Source: an optimization exercise on an open RTL-to-GDS flow (aim: small area, a short achievable clock period and few clock cycles per item). Production flows keep margins and buffers that such runs may drop.
In this exercise RTL edits were held to simulation tests only and were not proved equivalent to the original.

Setup of oak:
==> module keyScheduleStore, before the edit <==
module keyScheduleStore (
	input logic clock,
	input logic start,
	input logic shift,
	input logic [3:0][31:0] loadWords,
	input aesKeyPkg::word32 nextOdd,  
	input aesKeyPkg::word32 nextEven,  
	output logic [13:0][31:0] words
);
	always_ff @(posedge clock)
	begin
		if (start)
			words[3:0] <= {loadWords[3:1], nextEven};
		else if (shift)
			words[3:0] <= {words[1:0], nextOdd, nextEven};
	end
	always_ff @(posedge clock)
	begin
		if (shift)
			words[13:4] <= words[11:2];
	end
endmodule
==> module keyExpansionTop, before the edit <==
module keyExpansionTop (
	input logic clock,
	input logic reset,
	input logic start,
	input aesKeyPkg::aesKey128 cipherKey,
	output aesKeyPkg::expandedKey keyExp,
	output logic keyExpDone
);
	logic [13:0][31:0] words;  
	aesKeyPkg::word32 subOdd, subEven;
	aesKeyPkg::word32 prevOdd, prevEven;
	aesKeyPkg::word32 nextOdd, nextEven;
	aesKeyPkg::rconByte rconOdd, rconEven;
	logic [2:0] step;
	logic shift;
	roundKeyGenerator control (
		.clock(clock),
		.reset(reset),
		.start(start),
		.shift(shift),
		.step(step),
		.rconOdd(rconOdd),
		.rconEven(rconEven),
		.done(keyExpDone)
	);
	keyLoader tap (
		.words(words[3:0]),
		.step(step),
		.rconOdd(rconOdd),
		.rconEven(rconEven),
		.prevOdd(prevOdd),
		.prevEven(prevEven)
	);
	sboxLookup sboxOdd (
		.inWord({words[0][23:0], words[0][31:24]}),
		.outWord(subOdd)
	);
	assign nextOdd = prevOdd ^ subOdd;
	sboxLookup sboxEven (
		.inWord({nextOdd[23:0], nextOdd[31:24]}),
		.outWord(subEven)
	);
	assign nextEven = (start ? cipherKey[31:0] : prevEven) ^ (subEven & {32{!start}});
	keyScheduleStore store (
		.clock(clock),
		.start(start),
		.shift(shift),
		.loadWords(cipherKey),  
		.nextOdd(nextOdd),
		.nextEven(nextEven),
		.words(words)
	);
	aesKeyPkg::word32 a [0:10];
	aesKeyPkg::word32 b [0:10];
	aesKeyPkg::word32 c [0:10];
	aesKeyPkg::word32 d [0:10];
	assign d[0] = words[10];
	assign c[0] = words[11];
	assign b[0] = words[12];
	assign a[0] = words[13];
	assign d[1] = words[9];
	assign c[1] = d[1] ^ d[0];
	assign b[1] = c[1] ^ c[0];
	assign a[1] = b[1] ^ b[0];
	for (genvar r = 2; r <= 10; r++)
	begin : g_round
		assign d[r] = words[10 - r];
		assign c[r] = d[r] ^ d[r - 1];
		assign b[r] = d[r] ^ d[r - 2];
		assign a[r] = c[r] ^ c[r - 2];
	end
	for (genvar r = 0; r <= 10; r++)
	begin : g_out
		assign keyExp[1407 - 128 * r -: 128] = {a[r], b[r], c[r], d[r]};
	end
endmodule
export LEC_CHECK = 0
export ABC_AREA = 1
export CAP_MARGIN = 20
export CORE_AREA = 2 2 458 458
export DIE_AREA = 0 0 460 460
export PLACE_DENSITY = 0.75
export SLEW_MARGIN = 20
create_clock -name core_clock -period 10.0 [get_ports {clock}]
standard.sh (not shown) runs the stock make flow with config.mk's settings and CLKGATE_MAP_FILE= SYNTH_SCRIPT=/design/flow/synth_recipe.tcl, a recipe that flattens the netlist after the stock synthesis.
==> flow/flow/run.sh <==
#!/bin/bash
# The standard layout, with the smallest buffer on every input and output
# port instead of the one buffer_ports picks by default, and gate sizing
# free to change a cell's footprint.
set -euo pipefail
bash standard.sh "BUFFER_PORTS_ARGS=-buffer_cell sky130_fd_sc_hd__buf_1" MATCH_CELL_FOOTPRINT=0 SETUP_SLACK_MARGIN=5.4 "IO_CONSTRAINTS=$(pwd)/flow/pins.tcl" "PLACE_PINS_ARGS=-min_distance 1 -min_distance_in_tracks" finish > standard_flow.log 2>&1
Other scripts of this flow, unchanged in this note and not shown: flow/flow/pins.tcl
Per the final summary, oak finished and its layout is clean on timing, DRC and antenna.
Testbench counts of oak, summed over its fixed seeds: cycles 4,800, keys 800.
What pine does differently from oak at the input level:
--- a/flow/design.v
+++ b/flow/design.v
@@ -122,5 +122,5 @@
 	begin
 		if (start)
-			words[3:0] <= {loadWords[3:1], nextEven};
+			words[3:0] <= loadWords;
 		else if (shift)
 			words[3:0] <= {words[1:0], nextOdd, nextEven};
@@ -175,5 +175,5 @@
 		.outWord(subEven)
 	);
-	assign nextEven = (start ? cipherKey[31:0] : prevEven) ^ (subEven & {32{!start}});
+	assign nextEven = prevEven ^ subEven;
 	keyScheduleStore store (
 		.clock(clock),
@@ -196,5 +196,5 @@
 	assign c[1] = d[1] ^ d[0];
 	assign b[1] = c[1] ^ c[0];
-	assign a[1] = b[1] ^ b[0];
+	assign a[1] = c[1] ^ (b[0] ^ c[0]);
 	for (genvar r = 2; r <= 10; r++)
 	begin : g_round
Notes after the runs:
- [compare] base=oak new=pine: count of clock-buffer cells in the layout saw a decrease; share of the synthesized area in compound gates (AO/OA/AOI/OAI) went down 0.49 points; clock net sink count held steady.
- The higher count of nets after finishing of pine and oak is in oak.
- On number of inserted filler cells in the final layout: between pine and oak, it ends up higher for pine.
- Taking oak as the reference, in pine residual overflow from global routing stayed essentially flat; post-place instance area lost 1.4%; routed wire length grew by 2.5%.
Testbench counts of pine, summed over its fixed seeds: cycles 4,800, keys 800.

port drivers added, routing unchanged:
Ports are ideal in the flow. The routed layouts listed here were re-timed in OpenROAD. Step 1 (the two cells are an assumption about what drives the block):
set clk [get_ports {clock}]
set_driving_cell -lib_cell sky130_fd_sc_hd__clkbuf_16 $clk
set_driving_cell -lib_cell sky130_fd_sc_hd__buf_2 [delete_from_list [all_inputs] $clk]
Step 2 moves the port delays by t, midway between the first and last clock arrival at a register: inputs arrive t later, outputs are due t later. That takes back most of the time a late clock gives input paths. Three values: no drivers, after step 1, after step 2; two values: the first two.
run | t (ns) | slack for setup (ns) | clock arrival spread, ns
oak | 0.774 | 5.494 / 5.418 / 5.465 | 0.029 / 0.029
pine | 0.770 | 5.475 / 5.408 / 4.900 | 0.041 / 0.041
After both steps every run listed still meets setup and hold. The setup slack of pine, which loses most, moves by -0.067 ns with the drivers and by -0.575 ns with both steps.
